Background: an optimization exercise with open tools, aiming at small area, a short achievable clock period and few clock cycles per item. Do not read the settings as production practice.
RTL that was checked went through simulation tests only; none was proved equivalent to the original.
Power and IR drop assume default switching activity.

==> flow/design.v <==
`timescale 1ns / 1ps
`default_nettype none
package gtod_pkg;
  typedef enum logic [1:0] {
    OP_TICK = 2'd0,
    OP_PPS  = 2'd1,
    OP_BYTE = 2'd2
  } op_t;
  typedef struct packed {
    logic [4:0] hours;
    logic [5:0] minutes;
    logic [5:0] seconds;
  } hms_t;
  typedef struct packed {
    logic valid;
    hms_t tod;
  } load_t;
  localparam logic [7:0] CHAR_G     = 8'h47;
  localparam logic [7:0] CHAR_A     = 8'h41;
  localparam logic [7:0] CHAR_COMMA = 8'h2C;
  localparam logic [4:0] UTC_OFFSET_RESET      = 5'd1;
  localparam logic [7:0] REPORT_INTERVAL_RESET = 8'd5;
endpackage
`default_nettype wire
`timescale 1ns / 1ps
`default_nettype none
module gtod_nmea_parser (
  input  wire logic           clk,
  input  wire logic           rst_n,
  input  wire logic           byte_valid,
  input  wire logic [7:0]     rx_byte,
  input  wire logic [4:0]     utc_offset,
  output gtod_pkg::load_t     load
);
  localparam logic [1:0] ST_SCAN = 2'd0;   
  localparam logic [1:0] ST_G    = 2'd1;   
  localparam logic [1:0] ST_GA   = 2'd2;   
  localparam logic [1:0] ST_CAPT = 2'd3;   
  logic [2:0] idx_r;    
  logic [1:0] st_r;
  logic [4:0] p0_r;     
  logic [5:0] p1_r;     
  logic [8:0] p2_r;     
  logic       is_comma;
  logic [8:0] tens;
  logic [9:0] psum;
  logic [5:0] pair_top;
  logic [5:0] pair;
  logic [6:0] h_sum;
  logic [4:0] hh;
  logic [4:0] hload_r;  
  assign is_comma = rx_byte == gtod_pkg::CHAR_COMMA;
  always_comb begin
    if (rx_byte <= 8'd27) begin
      tens = 9'd0;
    end else if (rx_byte >= 8'd59) begin
      tens = 9'd318;
    end else begin
      tens = 9'({rx_byte[5:0], 3'b0} + {2'b0, rx_byte[5:0], 1'b0} - 9'd272);
    end
  end
  always_comb begin
    pair_top = (idx_r[2:1] == 2'd0) ? 6'd23 : 6'd59;
    psum     = {1'b0, p2_r} + {2'b0, rx_byte};
    if (psum[9:8] == 2'd0) begin
      pair = 6'd0;
    end else if (psum[9] || psum[7:0] > {2'b0, pair_top}) begin
      pair = pair_top;
    end else begin
      pair = psum[5:0];
    end
  end
  always_comb begin
    h_sum = {2'b0, p0_r} + {{2{utc_offset[4]}}, utc_offset} + 7'd24;
    if (h_sum >= 7'd48) begin
      hh = 5'(h_sum - 7'd48);
    end else if (h_sum >= 7'd24) begin
      hh = 5'(h_sum - 7'd24);
    end else begin
      hh = h_sum[4:0];
    end
  end
  assign load.valid       = byte_valid && idx_r == 3'd6;
  always_ff @(posedge clk) begin
    hload_r <= hh;
  end
  assign load.tod.hours   = hload_r;
  assign load.tod.minutes = p1_r;
  assign load.tod.seconds = p2_r[5:0];
  always_ff @(posedge clk) begin
    if (!rst_n) begin
      idx_r <= 3'd0;
      st_r  <= ST_SCAN;
    end else if (byte_valid && idx_r != 3'd7) begin
      if (idx_r == 3'd6) begin
        idx_r <= 3'd7;
      end else if (st_r == ST_CAPT) begin
        if (is_comma) begin
          st_r <= ST_SCAN;
        end
        idx_r <= idx_r + 3'd1;
      end else if (st_r == ST_GA && is_comma) begin
        st_r  <= ST_CAPT;
        idx_r <= 3'd0;
      end else if (rx_byte == gtod_pkg::CHAR_G) begin
        st_r <= ST_G;
      end else if (st_r == ST_G && rx_byte == gtod_pkg::CHAR_A) begin
        st_r <= ST_GA;
      end else begin
        st_r <= ST_SCAN;
      end
    end
  end
  always_ff @(posedge clk) begin
    if (byte_valid && idx_r[2:1] != 2'd3 && st_r == ST_CAPT) begin
      if (!idx_r[0]) begin
        p0_r <= p1_r[4:0];
        p1_r <= p2_r[5:0];
        p2_r <= tens;
      end else begin
        p2_r <= {3'b0, pair};
      end
    end
  end
endmodule
`default_nettype wire
`timescale 1ns / 1ps
`default_nettype none
module gtod_clock_core (
  input  wire logic             clk,
  input  wire logic             rst_n,
  input  wire logic             evt_valid,
  input  wire gtod_pkg::op_t    evt_op,
  input  wire gtod_pkg::load_t  load,
  input  wire logic [7:0]       report_interval,
  output logic                  res_valid,
  output logic                  res_valid_nxt,
  input  wire logic             res_ready,
  output logic [79:0]           res_data
);
  logic            running_r;
  gtod_pkg::hms_t  board_r;
  logic [9:0]      board_ms_r;
  gtod_pkg::hms_t  gps_r;
  logic [31:0]     acc_r;       
  logic [7:0]      phase_r;
  logic            pend_r;
  logic            tick;
  logic            pps;
  logic            ms_wrap;
  logic            take;
  logic            acc_en;      
  logic            acc_up;      
  logic [9:0]      lo_nxt;
  logic            hi_step;
  logic [21:0]     hi_same;
  logic [21:0]     hi_below;
  logic [31:0]     acc_nxt;
  function automatic gtod_pkg::hms_t add_second(input gtod_pkg::hms_t t);
    gtod_pkg::hms_t r;
    logic s_top, m_top, h_top;
    s_top = &{t.seconds[5:3], t.seconds[1:0]};
    m_top = &{t.minutes[5:3], t.minutes[1:0]};
    h_top = t.hours[4] && (&t.hours[2:0]);
    r.seconds = s_top ? 6'd0 : t.seconds + 6'd1;
    r.minutes = !s_top ? t.minutes : m_top ? 6'd0 : t.minutes + 6'd1;
    r.hours   = !(s_top && m_top) ? t.hours : h_top ? 5'd0 : t.hours + 5'd1;
    add_second = r;
  endfunction
  assign tick    = evt_valid && evt_op == gtod_pkg::OP_TICK && running_r;
  assign pps     = evt_valid && evt_op == gtod_pkg::OP_PPS;
  assign ms_wrap = &{board_ms_r[9:5], board_ms_r[2:0]};
  assign take    = pend_r && res_ready;
  assign acc_en  = tick || (pps && running_r);
  assign acc_up  = evt_op[0];
  always_comb begin
    logic [9:0] lo_dec;
    logic [6:0] lo_inc;
    logic       lo_zero;
    lo_dec  = acc_r[9:0] - 10'd1;
    lo_inc  = acc_r[9:3] - 7'd3;
    lo_zero = acc_r[9:0] == 10'd0;
    lo_nxt  = acc_up ? {lo_inc, acc_r[2:0]} : lo_dec;
    hi_step = acc_en && (acc_up ? (acc_r[9:3] >= 7'd3) : lo_zero);
  end
  assign hi_same = acc_r[31:10] ^ {22{!acc_up}};
  always_comb begin
    logic [5:0] grp_same;
    logic [5:0] grp_in;
    for (int k = 0; k < 6; k++) begin
      grp_same[k] = 1'b1;
      for (int j = 4 * k; j < 4 * k + 4 && j < 22; j++) begin
        grp_same[k] = grp_same[k] && hi_same[j];
      end
    end
    for (int k = 0; k < 6; k++) begin
      grp_in[k] = 1'b1;
      for (int j = 0; j < k; j++) begin
        grp_in[k] = grp_in[k] && grp_same[j];
      end
    end
    for (int i = 0; i < 22; i++) begin
      hi_below[i] = grp_in[i / 4];
      for (int j = 4 * (i / 4); j < i; j++) begin
        hi_below[i] = hi_below[i] && hi_same[j];
      end
    end
  end
  assign acc_nxt = {acc_r[31:10] ^ ({22{hi_step}} & hi_below),
                    acc_en ? lo_nxt : acc_r[9:0]};
  assign res_valid = pend_r;
  assign res_valid_nxt = rst_n && (pps && phase_r == 8'd0 || pend_r && !res_ready);
  assign res_data  = {4'b0, acc_r, gps_r.seconds, gps_r.minutes, gps_r.hours, board_ms_r,
                      board_r.seconds, board_r.minutes, board_r.hours};
  always_ff @(posedge clk) begin
    if (!rst_n) begin
      running_r  <= 1'b0;
      board_r    <= '0;
      board_ms_r <= 10'd0;
      gps_r      <= '0;
      acc_r      <= 32'd0;
      phase_r    <= 8'd0;
      pend_r     <= 1'b0;
    end else begin
      if (tick) begin
        board_ms_r <= ms_wrap ? 10'd0 : board_ms_r + 10'd1;
        if (ms_wrap) begin
          board_r <= add_second(board_r);
        end
      end
      acc_r <= take ? 32'd0 : acc_nxt;
      if (pps) begin
        running_r <= 1'b1;
        gps_r     <= add_second(gps_r);
        phase_r   <= ({1'b0, phase_r} + 9'd1 >= {1'b0, report_interval}) ? 8'd0
                                                                       : phase_r + 8'd1;
      end
      pend_r <= res_valid_nxt;
      if (load.valid) begin
        board_r <= load.tod;
        gps_r   <= load.tod;
      end
    end
  end
endmodule
`default_nettype wire
`timescale 1ns / 1ps
`default_nettype none
module gps_synced_time_of_day_clock_top (
  input  wire logic        clk,
  input  wire logic        rst_n,
  input  wire logic        in_tvalid,
  output logic             in_tready,
  input  wire logic [7:0]  in_tdata,    
  input  wire logic [1:0]  in_tuser,    
  output logic             out_tvalid,
  input  wire logic        out_tready,
  output logic [79:0]      out_tdata,
  input  wire logic        cfg_psel,
  input  wire logic        cfg_penable,
  input  wire logic        cfg_pwrite,
  input  wire logic [2:0]  cfg_paddr,
  input  wire logic [31:0] cfg_pwdata,
  output logic [31:0]      cfg_prdata,
  output logic             cfg_pready
);
  logic            in_valid_r;
  gtod_pkg::op_t   in_op_r;
  logic [7:0]      in_byte_r;
  logic [4:0]      utc_offset_r;
  logic [7:0]      report_interval_r;
  logic [7:0]      rdata_r;
  logic            wrote_r;
  logic            advance;
  logic            in_valid_nxt;
  logic            out_valid_nxt;
  logic            cfg_wr;
  gtod_pkg::load_t load;
  assign cfg_pready = 1'b1;
  assign cfg_wr     = cfg_psel && cfg_penable && cfg_pwrite;
  assign advance    = in_valid_r && !out_tvalid && !wrote_r;
  assign in_valid_nxt = rst_n && (in_tvalid || !in_tready);
  always_ff @(posedge clk) begin
    in_tready <= !(in_valid_nxt && (out_valid_nxt || cfg_wr));
    wrote_r   <= cfg_wr;
  end
  always_ff @(posedge clk) begin
    rdata_r <= cfg_paddr[2] ? report_interval_r : {3'd0, utc_offset_r};
  end
  assign cfg_prdata = {24'd0, rdata_r};
  always_ff @(posedge clk) begin
    if (!rst_n) begin
      utc_offset_r      <= gtod_pkg::UTC_OFFSET_RESET;
      report_interval_r <= gtod_pkg::REPORT_INTERVAL_RESET;
    end else if (cfg_wr) begin
      if (!cfg_paddr[2]) begin
        utc_offset_r <= cfg_pwdata[4:0];
      end else begin
        report_interval_r <= cfg_pwdata[7:0];
      end
    end
  end
  always_ff @(posedge clk) begin
    in_valid_r <= in_valid_nxt;
  end
  always_ff @(posedge clk) begin
    if (in_tready) begin
      in_op_r   <= gtod_pkg::op_t'(in_tuser);
      in_byte_r <= in_tdata;
    end
  end
  gtod_nmea_parser u_parser (
    .clk        (clk),
    .rst_n      (rst_n),
    .byte_valid (advance && in_op_r == gtod_pkg::OP_BYTE),
    .rx_byte    (in_byte_r),
    .utc_offset (utc_offset_r),
    .load       (load)
  );
  gtod_clock_core u_core (
    .clk             (clk),
    .rst_n           (rst_n),
    .evt_valid       (advance),
    .evt_op          (in_op_r),
    .load            (load),
    .report_interval (report_interval_r),
    .res_valid       (out_tvalid),
    .res_valid_nxt   (out_valid_nxt),
    .res_ready       (out_tready),
    .res_data        (out_tdata)
  );
endmodule
`default_nettype wire
==> flow/config.mk <==
export PLATFORM = sky130hd
export DESIGN_NAME = gps_synced_time_of_day_clock_top
export DESIGN_NICKNAME = gps_synced_time_of_day_clock_top
export VERILOG_FILES = /design/flow/design.v
export SDC_FILE = /design/flow/constraint.sdc
export NUM_CORES = 4
export LEC_CHECK = 0
export ABC_AREA = 1
export CAP_MARGIN = 20
export CORE_MARGIN = 2
export CORE_UTILIZATION = 40
export CTS_BUF_LIST = sky130_fd_sc_hd__clkbuf_8
export SETUP_SLACK_MARGIN = 4.5
export SLEW_MARGIN = 20
==> flow/constraint.sdc <==
create_clock -name core_clock -period 7.0 [get_ports {clk}]
set_input_delay 1.4000 -clock core_clock [delete_from_list [all_inputs] [get_ports {clk}]]
set_output_delay 1.4000 -clock core_clock [all_outputs]
set_load 0.01 [all_outputs]
standard.sh (not shown) runs the stock make flow with config.mk's settings and CLKGATE_MAP_FILE= SYNTH_SCRIPT=/design/flow/synth_recipe.tcl, a recipe that flattens the netlist after the stock synthesis.
==> flow/flow/run.sh <==
#!/bin/bash
# Standard layout with two changes: plain buf_1 cells as port buffers (instead of the
# default delay buffers), and a clock tree of clkbuf_8 cells without dummy loads.
set -euo pipefail
export BUFFER_PORTS_ARGS="-buffer_cell sky130_fd_sc_hd__buf_1"
export CTS_ARGS="-sink_clustering_enable -repair_clock_nets -dont_use_dummy_load -buf_list sky130_fd_sc_hd__clkbuf_8"
bash standard.sh > standard.log 2>&1
Testbench counts at the start, summed over its fixed seeds: cycles 78,422, items 78,338.
Then changed:
--- a/flow/design.v
+++ b/flow/design.v
@@ -147,17 +147,10 @@
   logic            pend_r;
   logic            tick;
   logic            pps;
   logic            ms_wrap;
   logic            take;
-  logic            acc_en;      
-  logic            acc_up;      
-  logic [9:0]      lo_nxt;
-  logic            hi_step;
-  logic [21:0]     hi_same;
-  logic [21:0]     hi_below;
-  logic [31:0]     acc_nxt;
   function automatic gtod_pkg::hms_t add_second(input gtod_pkg::hms_t t);
     gtod_pkg::hms_t r;
     logic s_top, m_top, h_top;
     s_top = &{t.seconds[5:3], t.seconds[1:0]};
     m_top = &{t.minutes[5:3], t.minutes[1:0]};
@@ -169,47 +162,10 @@
   endfunction
   assign tick    = evt_valid && evt_op == gtod_pkg::OP_TICK && running_r;
   assign pps     = evt_valid && evt_op == gtod_pkg::OP_PPS;
   assign ms_wrap = &{board_ms_r[9:5], board_ms_r[2:0]};
   assign take    = pend_r && res_ready;
-  assign acc_en  = tick || (pps && running_r);
-  assign acc_up  = evt_op[0];
-  always_comb begin
-    logic [9:0] lo_dec;
-    logic [6:0] lo_inc;
-    logic       lo_zero;
-    lo_dec  = acc_r[9:0] - 10'd1;
-    lo_inc  = acc_r[9:3] - 7'd3;
-    lo_zero = acc_r[9:0] == 10'd0;
-    lo_nxt  = acc_up ? {lo_inc, acc_r[2:0]} : lo_dec;
-    hi_step = acc_en && (acc_up ? (acc_r[9:3] >= 7'd3) : lo_zero);
-  end
-  assign hi_same = acc_r[31:10] ^ {22{!acc_up}};
-  always_comb begin
-    logic [5:0] grp_same;
-    logic [5:0] grp_in;
-    for (int k = 0; k < 6; k++) begin
-      grp_same[k] = 1'b1;
-      for (int j = 4 * k; j < 4 * k + 4 && j < 22; j++) begin
-        grp_same[k] = grp_same[k] && hi_same[j];
-      end
-    end
-    for (int k = 0; k < 6; k++) begin
-      grp_in[k] = 1'b1;
-      for (int j = 0; j < k; j++) begin
-        grp_in[k] = grp_in[k] && grp_same[j];
-      end
-    end
-    for (int i = 0; i < 22; i++) begin
-      hi_below[i] = grp_in[i / 4];
-      for (int j = 4 * (i / 4); j < i; j++) begin
-        hi_below[i] = hi_below[i] && hi_same[j];
-      end
-    end
-  end
-  assign acc_nxt = {acc_r[31:10] ^ ({22{hi_step}} & hi_below),
-                    acc_en ? lo_nxt : acc_r[9:0]};
   assign res_valid = pend_r;
   assign res_valid_nxt = rst_n && (pps && phase_r == 8'd0 || pend_r && !res_ready);
   assign res_data  = {4'b0, acc_r, gps_r.seconds, gps_r.minutes, gps_r.hours, board_ms_r,
                       board_r.seconds, board_r.minutes, board_r.hours};
   always_ff @(posedge clk) begin
@@ -226,11 +182,17 @@
         board_ms_r <= ms_wrap ? 10'd0 : board_ms_r + 10'd1;
         if (ms_wrap) begin
           board_r <= add_second(board_r);
         end
       end
-      acc_r <= take ? 32'd0 : acc_nxt;
+      if (tick) begin
+        acc_r <= acc_r - 32'd1;
+      end else if (pps && running_r) begin
+        acc_r <= acc_r + 32'd1000;
+      end else if (take) begin
+        acc_r <= 32'd0;
+      end
       if (pps) begin
         running_r <= 1'b1;
         gps_r     <= add_second(gps_r);
         phase_r   <= ({1'b0, phase_r} + 9'd1 >= {1'b0, report_interval}) ? 8'd0
                                                                        : phase_r + 8'd1;
Area after synthesis increases by 12%.
Wire length rises by 29%.
Final area grows by 9.7%.
First-iteration DRC count rises by 9.9%.
Flip-flop and latch count does not change.
Die area goes up by 12%.
Core utilization drops by 0.74 points.
Total power is about the same.
Worst setup slack gains 0.085 ns.
Count of clock-buffer cells in the layout is unchanged.
Global-route usage came out higher by 2.9 points.
For the second run of this note, only the layout was checked, not whether the RTL still works.

re-timing with driven ports:
In the flow no input, the clock included, has a driving cell. The finished layouts below were timed again as built, in two steps. Step 1 assumes that a clkbuf_16 drives the clock port and a buf_2 every other input. Step 2 times the ports against the registers' clock, not the clock port: input delays grow and output delays shrink by t, the midpoint of the rising clock arrivals with the driver on. a / b / c = ideal ports / drivers / drivers and shift; a / b = the first two.
run	t, ns	setup WS [ns]	hold WS [ns]
the first run	0.481	4.363 / 4.363 / 4.140	0.428 / 0.428 / 0.428
the second run	0.477	4.448 / 4.448 / 4.244	0.428 / 0.428 / 0.428
After both steps every run listed still meets setup and hold. The setup slack of the first run, which loses most, moves by 0.000 ns with the drivers and by -0.223 ns with both steps.
